From an optimization exercise on the open Yosys and OpenROAD flow, aimed at small area, a short achievable clock period and few clock cycles per item; shortcuts taken in it are not production practice.
The RTL was checked by simulation tests, not by an equivalence proof against the original design.
Power is estimated from default activity; no workload was simulated.

==> flow/design.v, too long to show whole: its modules and the start of the top module <==
// module tdm_slot_timer_unit: 3082 lines
module tdm_slot_timer_unit (
   input  logic        clock,
   input  logic        reset,
   input  logic        req_valid,
   output logic        req_ready,
   input  logic [47:0] req_now_time,
   output logic        rsp_valid,
   input  logic        rsp_ready,
   output logic [1:0]  rsp_current_slot,
   output logic        rsp_is_own,
   output logic [48:0] rsp_next_own_start,
   output logic [32:0] rsp_wait_time,
   output logic        rsp_error,
   input  logic        csr_we,
   input  logic [2:0]  csr_index,
   input  logic [15:0] csr_wdata
);
  // ...
==> flow/flow/run.sh <==
#!/bin/bash
# Standard layout, with these changes to how it is made:
#  - ports are buffered with buf_4 cells;
#  - the repair steps aim at a larger setup margin but work on the worst
#    endpoints only;
#  - clock tree sinks are clustered in larger groups.
set -euo pipefail
bash standard.sh SETUP_SLACK_MARGIN=6.5 TNS_END_PERCENT=5 \
  CTS_CLUSTER_SIZE=25 CTS_CLUSTER_DIAMETER=100 \
  BUFFER_PORTS_ARGS="-buffer_cell sky130_fd_sc_hd__buf_4" finish > standard.log 2>&1
==> flow/standard.sh <==
#!/bin/bash
# synth_recipe.tcl (not shown) runs the flow's synth.tcl, then flattens the netlist and writes it again
# the make line also repeats each setting of config.mk as NAME=value (left out here)
make -C /OpenROAD-flow-scripts/flow DESIGN_CONFIG=/design/flow/config.mk WORK_HOME=/design/flow/orfs CLKGATE_MAP_FILE= SYNTH_SCRIPT=/design/flow/synth_recipe.tcl "${@:-finish}"
==> flow/config.mk <==
export PLATFORM = sky130hd
export DESIGN_NAME = tdm_slot_timer_unit
export DESIGN_NICKNAME = tdm_slot_timer_unit
export VERILOG_FILES = /design/flow/design.v
export SDC_FILE = /design/flow/constraint.sdc
export NUM_CORES = 4
export LEC_CHECK = 0
export CAP_MARGIN = 20
export CORE_MARGIN = 2
export CORE_UTILIZATION = 40
export SLEW_MARGIN = 20
==> flow/constraint.sdc <==
create_clock -name core_clock -period 10.0 [get_ports {clock}]
set_input_delay 2.0000 -clock core_clock [delete_from_list [all_inputs] [get_ports {clock}]]
set_output_delay 2.0000 -clock core_clock [all_outputs]
set_load 0.01 [all_outputs]
==> impl_metrics.yaml, run 1 <==
drt:
  wl_met2_um: 81080
  drcViolationCount: 0
  drt_iter0_drc: 3323
  post_drt_wl_per_cell_um: 21.15
floorplan:
  std_cell_rows: 147
  die-area_um2: 164400
  core_area_um2: 160400
sta:
  fin_crit_sh_pct: 35.83
  setup_ws_ps: 6417
  max-slew-margin-rel_pct: 17.08
synth:
  synthMuxAreaShare_pct: 5.345
  yosysSeqAreaShare_pct: 43.76
  ys_warn_count: 1
  synth_area_per_cell_um2: 10.66
cells_and_area:
  top_register: "out_q"
  mostFrequentLayoutCell: "dfxtp_1"
  dominant_cells: "multi-input combinational cells"
  seq_share_pct: 39.00
  inv_count: 309
  multiInputGateArea_um2: 35300
  nClkBuffers: 93
  largest_reg_flops: 69
  n_all_buffers: 337
  drive_above_1_share_pct: 11.76
  syn2layout_area_growth_pct: 12.39
  nMultiInputCombCells: 4269
setup_path:
  critPathMaxStageDelay_ps: 460
  worstSetupPathType: "reg -> reg"
  regToRegSetupSlack_ps: 6420
  cp_max_fo: 4
placement:
  place_congestion: 0.9024
global_route:
  grt_pass1_wl_um: 268700
  use_met1_pct: 29.76
power_and_ir_drop:
  pwr-share-seq_pct: 31.4
  top_power_group: "combinational logic"
  power.switching_mw: 9.838
cts:
  cts_inserted_buffers: 69
  cts_resized: 69
outcome:
  outcome: "complete, no violations"
Testbench counts, summed over its fixed seeds: cycles 8,144, items 8,000.
==> run 2: changes to the inputs <==
--- a/flow/design.v
+++ b/flow/design.v
@@ -2693,17 +2693,17 @@
    wire cmp3_P1280 = cmp3_P1272 & cmp3_P1268;
    wire [15:0] cmp3_s = cmp3_p ^ {cmp3_G1279, cmp3_G1278, cmp3_G1277, cmp3_G1276, cmp3_G1275, cmp3_G1274, cmp3_G1273, cmp3_G1268, cmp3_G1267, cmp3_G1266, cmp3_G1265, cmp3_G1258, cmp3_G1257, cmp3_G1249, cmp3_g[0], 1'b0};
    wire cmp3_co = cmp3_G1280;
    assign g0 = phi & cmp0_co;
    assign g1 = phi & cmp1_co & (cm1 >= 2'd1);
    assign g2 = phi & cmp2_co & (cm1 >= 2'd2);
    assign g3 = phi & cmp3_co & (cm1 == 2'd3);
    assign pcur = g0 ? 2'd0 : g1 ? 2'd1 : g2 ? 2'd2 : g3 ? 2'd3 : cm1;
-   assign plap = pcur >= own;
+   assign plap = ~((g0 & (own >= 2'd1)) | (g1 & (own >= 2'd2)) | (g2 & (own == 2'd3)));
    assign pown = (pcur == own) & ~err;
    assign pfz  = n15[15:0] == 16'd0;
    wire [17:0] ada_x = {2'b0, ooff};
    wire [17:0] ada_y = {2'b11, ~pr};
    wire [17:0] ada_g = ada_x & ada_y;
    wire [17:0] ada_p = ada_x ^ ada_y;
    wire ada_G1281 = ada_g[1] | (ada_p[1] & (ada_g[0] | (ada_p[0] & pfz)));
    wire ada_G1282 = ada_g[3] | (ada_p[3] & ada_g[2]);
==> run 2 against run 1 <==
Effect of this change: still clean on timing, DRC and antenna; register-to-register slack improved by 60 ps; hold slack improved by 13 ps; combinational power fell by 3%; sequential share of layout area rose by 0.31 points; fmax rose by 1.0%; sequential power fell by 0.5%; area after synthesis fell by 0.64%; first-iteration DRC count fell by 9.8%; routed wire length rose by 1.1%; critical path type is now reg -> out; largest cell class unchanged.
==> impl_metrics.yaml, run 2 <==
cells_and_area:
  seq_area_um2: 28290
  layout.nets: 7293
  drive_above_1_share_pct: 11.07
  largest_reg_flops: 69
  mostFrequentLayoutCell: "dfxtp_1"
  mostFrequentLayoutCells: "dfxtp_1 (1197), ha_1 (698), a21oi_1 (400)"
  nFillCells: 14650
  syn2layout_area_growth_pct: 12.29
  fin_area_um2: 71950
  top_register: "out_q"
  layoutNonFillerInstCount: 8451
  multiInputGateArea_um2: 35170
synth:
  yosysSeqAreaShare_pct: 44.04
  synth_area_per_cell_um2: 10.52
  synthesis.area_um2: 64070
  synth_top_cell_by_area: "dfxtp_1"
  synth_most_common_cell: "dfxtp_1"
  synth_top_area_share_pct: 38.56
  synth_edf_count: 117
  synth_cell_types: 90
  synth_common_cells: "dfxtp_1 (1234), ha_1 (700), a21oi_1 (423)"
  netlist_top_cells_area: "dfxtp_1 (39%), ha_1 (14%), fa_1 (5.9%)"
  syn_inst: 6093
  ys_ff_latch: 1351
  ys.flop_type: "dfxtp_1"
  synthArstFlopShare_pct: 0
  ys_warn_count: 1
floorplan:
  die_h_um: 404.2
  start_util_pct: 40.36
  die-area_um2: 163400
  io_pins: 160
  fp.dieW_um: 404.2
  core_area_um2: 158700
  std_cell_rows: 146
drt:
  drt-total-wl_um: 182700
  top_layer: "met5"
  post_drt_wl_per_cell_um: 21.62
  drt_iter0_drc: 2998
  wl_met2_um: 81300
  ant_nets: 0
  wl_met1_um: 81970
  firstDrtPassIters: 6
  num_vias: 46050
  drcViolationCount: 0
  vias_per_cell: 5.449
  wl_met3_um: 11180
setup_path:
  cp_max_fo: 20
  crit_path_start_kind: "flop"
  critPathCaptureType: "primary output"
  r2r_cells: 10
  crit_required_ps: 8000
  worstSetupPathType: "reg -> out"
  worstPathArrival_ps: 1550
sta:
  fin_crit_sh_pct: 35.47
  fin_skew_ps: 47.53
  fin_setup_tns_ps: 0
  fmax_ghz: 0.2819
  slew_viol_final: 0
  max-slew-margin-rel_pct: 14.12
  hold_viol: 0
  final.min_clock_period_ps: 3547
  worst_pin_slew_ps: 1286
  rsz0062_at_grt: "yes"
  finalSetupViolations: 0
global_route:
  grt_use_total_pct: 21.73
  antenna_found_initial: 9
  grt-ovfl-total: 0
  grt_max_degree: 91
  grt_pass1_vias: 44710
  grt_pass1_wl_um: 270500
power_and_ir_drop:
  finalPower_mw: 23.17
  p_per_area_nw_per_um2: 322.1
  peakVddDrop_mv: 0.1686
  p_sw_share_pct: 42.11
  power.switching_mw: 9.757
  pwr-share-seq_pct: 31.6
  power.clock.fraction_pct: 14.3
  intPower_mw: 13.41
  p_comb_share_pct: 54.1
  p_leak_nw: 30.11
placement:
  place_inst: 8248
  dpl.hpwl_um: 134100
  port_buffers: 143
  place_area_um2: 67850
  place_congestion: 0.9363
cts:
  cts.path.max_buffers: 3
  clock-sinks: 1351
  clk_pin_slew_ps: 100
  tritoncts: "done"
  cts_inserted_buffers: 72
  ctsHtreeMaxLevel: 3
  insertion_delay_ps: 710
  cts_hold_buf: 0
  cts_root_buf: "clkbuf_16"
flow_run:
  drv_cap: 0
hold_path:
  whs_path_depth: 0
  min_path_type: "reg -> reg"
outcome:
  outcome: "complete, no violations"
-- run 2: worst max-delay path, cell delays in order (launching register included) --
cell,delay (ps)
dfxtp_1,320
buf_4,320
buf_4,190
-- run 2: final cells by class --
cell class | instances | area share (%)
multi-input cells | 4300 | 48.88
flip-flops and latches | 1351 | 39.32
clock buffers | 96 | 2.630
clock inverters | 23 | 0.5478
repair buffers | 303 | 3.383
diodes | 1 | 0.003478
inverters | 305 | 1.640
well taps | 2072 | 3.603
-- run 2: per-stage QoR --
step           hold WS, ps  util (%)  setup WS, ps
6_report             316.4     45.32          6453
5_1_grt              322.7     45.32          6389
4_1_cts              316.6     44.59          6312
3_5_place_dp         312.1     42.74          5243
3_3_place_gp         309.9     42.74          5108
2_1_floorplan        309.6         -          6402
-- run 2: final timing paths --
kind,start,to,slack [ps]
max reg2reg,n15[42],so,6480
min,n14[29],n15[29],320
min reg2reg,n14[29],n15[29],320
max,err,rsp_error,6450
-- run 2: power groups by stage --
stage / sequential, mW / clock, mW / combinational (mW)
floorplan: 6.98 / 0 / 8.93
global placement: 7.45 / 0 / 11.3
finish: 7.33 / 3.31 / 12.5
detailed placement: 7.43 / 0 / 11.5
CTS: 7.32 / 3.40 / 11.9
global route: 7.41 / 3.59 / 13.9
-- run 2: cells by family after synthesis --
group | after synthesis | share of synthesized area (%)
buffers and inverters | 463 | 2.857
xor gates and xnor gates | 376 | 5.140
DFF | 1351 | 44.04
and+or+nand+nor | 1352 | 9.914
muxes | 223 | 3.874
AOI/OAI and AO/OA | 1439 | 14.62
adders and majority gates | 888 | 19.54
other | 1 | 0.005853
-- run 2: what timing repair did --
action                                 CTS  global route
setup buffers                           25            50
resized for setup                       96           179
pin swaps                                9            37
endpoints found under the hold margin    0             0
gates cloned                             4             4
setup endpoints to repair              240           248
-- run 2: routing by layer --
layer / GRT usage [%] / vias to the layer above
li1: - / 22090
met4: 8.988 / 4
met1: 29.58 / 22530
met5: 0 / -
met2: 34.13 / 1141
met3: 3.660 / 283
Testbench counts of run 2, summed over its fixed seeds: cycles 8,144, items 8,000.
==> run 3: changes to the inputs <==
--- a/flow/flow/run.sh
+++ b/flow/flow/run.sh
@@ -6,5 +6,5 @@
 #  - clock tree sinks are clustered in larger groups.
 set -euo pipefail
 bash standard.sh SETUP_SLACK_MARGIN=6.5 TNS_END_PERCENT=5 \
-  CTS_CLUSTER_SIZE=25 CTS_CLUSTER_DIAMETER=100 \
+  CTS_CLUSTER_SIZE=30 CTS_CLUSTER_DIAMETER=100 \
   BUFFER_PORTS_ARGS="-buffer_cell sky130_fd_sc_hd__buf_4" finish > standard.log 2>&1
==> run 3 against run 2 <==
Effect of this change: fmax fell by 0.29%; global-route usage down 0.12 points; critical path depth increased by 11; combinational power is essentially flat; clock power decreased by 9.4%; still clean; synthesized cell count stayed put; clock skew grew 17 ps; routed wire length increased by 0.26%; critical endpoint is now r5[4]; hold slack worse by 27 ps.
==> impl_metrics.yaml, run 3 <==
setup_path:
  crit_path_start_kind: "flop"
  r2r_cells: 13
  critPathCaptureType: "flop"
  critPathBufInv: 3
  reg2reg_from: "cyc[4]"
  regToRegSetupSlack_ps: 6440
  critPathMaxStageDelay_ps: 400
  worstSetupPathType: "reg -> reg"
  timing.rr.end: "r5[4]"
  cp_max_fo: 11
  critPathTopFamily: "compound AO/OA/AOI/OAI gates"
  worstPathArrival_ps: 4170
  cp_slowest_cell: "a211oi_2"
  worstPathCellList: "clkinvlp_4 > buf_4 > buf_4 > ha_1 > a21oi_1 > nor2b_1 > a211oi_2 > a21oi_1 > and4_1 > o31a_1 > o21a_2 > mux2_2 > a221oi_1"
  crit_required_ps: 10620
cts:
  ctsHtreeMaxLevel: 2
  clk_pin_slew_ps: 120
  tritoncts: "done"
  cts.path.max_buffers: 3
  cts_inserted_buffers: 60
  clock-sinks: 1351
  insertion_delay_ps: 760
  cts_root_buf: "clkbuf_16"
synth:
  ys_ff_latch: 1351
  synth_top_area_share_pct: 38.56
  ys.flop_type: "dfxtp_1"
  netlist_top_cells_area: "dfxtp_1 (39%), ha_1 (14%), fa_1 (5.9%)"
  synthesis.area_um2: 64070
  synthArstFlopShare_pct: 0
  synth_edf_count: 117
  synth_area_per_cell_um2: 10.52
  yosysSeqAreaShare_pct: 44.04
  ys_warn_count: 1
  synth_top_cell_by_area: "dfxtp_1"
  syn_inst: 6093
  synth_most_common_cell: "dfxtp_1"
  synth_cell_types: 90
  synth_common_cells: "dfxtp_1 (1234), ha_1 (700), a21oi_1 (423)"
global_route:
  grt-ovfl-total: 0
  grtUsageMet3_pct: 3.209
  grt_pass1_wl_um: 269800
  grt_use_total_pct: 21.61
  antenna_found_initial: 9
  grt_max_degree: 91
  grt_pass1_vias: 44410
  use_met2_pct: 34.29
  grt-busiest-layer: "met2"
  use_met1_pct: 29.65
flow_run:
  drv_cap: 0
sta:
  worst_pin_slew_ps: 1273
  finalSetupViolations: 0
  slew_viol_final: 0
  max-slew-margin-rel_pct: 15.02
  fin_crit_sh_pct: 35.57
  rsz0062_at_grt: "yes"
  fin_setup_tns_ps: 0
  fin_skew_ps: 64.87
  final.min_clock_period_ps: 3557
  hold_viol: 0
  fmax_ghz: 0.2811
floorplan:
  std_cell_rows: 146
  core_area_um2: 158700
  die_h_um: 404.2
  io_pins: 160
  start_util_pct: 40.36
  fp.dieW_um: 404.2
  die-area_um2: 163400
cells_and_area:
  largest_reg_flops: 69
  drive_above_1_share_pct: 11.28
  mostFrequentLayoutCells: "dfxtp_1 (1191), ha_1 (699), a21oi_1 (401)"
  top_register: "out_q"
  syn2layout_area_growth_pct: 12.05
  mostFrequentLayoutCell: "dfxtp_1"
  layout.nets: 7295
  fin_area_um2: 71790
power_and_ir_drop:
  peakVddDrop_mv: 0.1880
  p_per_area_nw_per_um2: 320.8
  p_leak_nw: 30.03
placement:
  port_buffers: 143
  place_congestion: 0.9363
  dpl.hpwl_um: 134100
  place_area_um2: 67850
drt:
  num_vias: 46010
  firstDrtPassIters: 5
  drt_iter0_drc: 3070
  ant_nets: 0
  drcViolationCount: 0
  drt-total-wl_um: 183200
  vias_per_cell: 5.446
  post_drt_wl_per_cell_um: 21.68
hold_path:
  worstHoldEndpoint: "n9[47]"
  min-delay-start: "n8[47]"
  min_path_type: "reg -> reg"
  whs_path_depth: 0
outcome:
  outcome: "complete, no violations"
==> run 3: cell types whose count changed in the layout (fill, tap and decap cells not counted), moves of 3 or more <==
cell and delta:
buf_4 +5, dfxtp_1 -6, o21ai_1 -3, clkbuf_16 -12, dfxtp_2 +5, clkbuf_1 -5, o21ai_2 +3, inv_12 -3
==> run 3: how the worst max path moves through the flow <==
stage,endpoint,cells after the start,from
after global placement,r15[7],11,cyc[4]
after global routing,r7[7],15,c3[2]
after detailed placement,r15[7],11,cyc[4]
after CTS,r9[4],13,c3[0]
final,r5[4],13,cyc[4]
after floorplan,r0[1],10,rsp_ready
==> run 3: worst register-to-register path: stages, from the launching register on <==
cell	delay [ps]
dfxtp_4	380
clkinvlp_4	70
buf_4	170
buf_4	160
ha_1	300
a21oi_1	150
nor2b_1	80
a211oi_2	400
a21oi_1	230
and4_1	290
o31a_1	300
o21a_2	330
mux2_2	320
a221oi_1	260
==> run 3: what timing repair did <==
action,4_1_cts,5_1_grt
resized for setup,101,191
pin swaps,10,47
hold buffers,0,0
setup endpoints to repair,244,247
buffers inserted,26,56
gates cloned,5,10
==> run 3: final cells by class <==
type / count / area [um2]
clock inverter: 21 / 369.1
sequential: 1351 / 28300
tap: 2072 / 2592
multi-input combinational: 4306 / 35260
inverter: 305 / 1176
timing repair buffer: 311 / 2504
antenna: 3 / 7.507
clock buffer: 80 / 1587
fill: 14710 / 86950
==> run 3: cells by family after synthesis <==
logic type      synth area share (%)
fa+ha+maj                      19.54
other cells                 0.005853
flops                          44.04
xor+xnor                       5.140
compound gates                 14.62
buf+inv                        2.857
simple gates                   9.914
mux                            3.874
==> run 3: where the power goes <==
group	switching, mW	total, mW	internal [mW]
combinational	6.95	12.7	5.75
sequential	1.03	7.33	6.31
clock	1.80	3.00	1.21
total	9.77	23.0	13.3
==> run 3: layer usage <==
metal	routed length, um	share of wire (%)	vias to the layer above
met5	152	0.083	-
met4	7595	4.1	2
met3	11060	6.0	280
met2	82450	45	1154
met1	81910	45	22480
li1	-	-	22090
==> run 3: through the flow <==
stage	power [mW]	setup WS, ps	hold slack, ps	utilization, %	std cells
6_report	23.03	6443	289.2	45.22	8449
3_3_place_gp	18.70	5108	309.9	42.74	8248
5_1_grt	24.75	6284	291.6	45.22	8446
4_1_cts	22.29	6303	290.3	44.39	8380
3_5_place_dp	18.92	5243	312.1	42.74	8248
2_1_floorplan	15.91	6402	309.6	-	6108

[re-timing with driven ports]
Ports are ideal in the flow. The routed layouts listed here were re-timed in OpenROAD.
Step 1: set_driving_cell puts a clkbuf_16 on clock and a buf_2 on each other input, an assumption about the parent block.
Step 2, shift: input delay + t, output delay - t, t = (earliest + latest rising clock arrival at the registers) / 2. This alone moves slack from input paths to output paths.
Three values: ideal ports, drivers, drivers and shift; two values: the first two.
| run | t (ns) | setup WS [ns] | cell pins on the clock port's net |
|---|---|---|---|
| run 1 | 0.782 | 6.417 / 6.417 / 5.802 | 1 |
| run 2 | 0.780 | 6.453 / 6.366 / 5.892 | 1 |
| run 3 | 0.800 | 6.443 / 6.412 / 5.912 | 1 |
After both steps setup and hold are still met in every run listed. For run 1, which loses most, drivers alone change the setup slack by 0.000 ns; drivers and shift together by -0.615 ns.
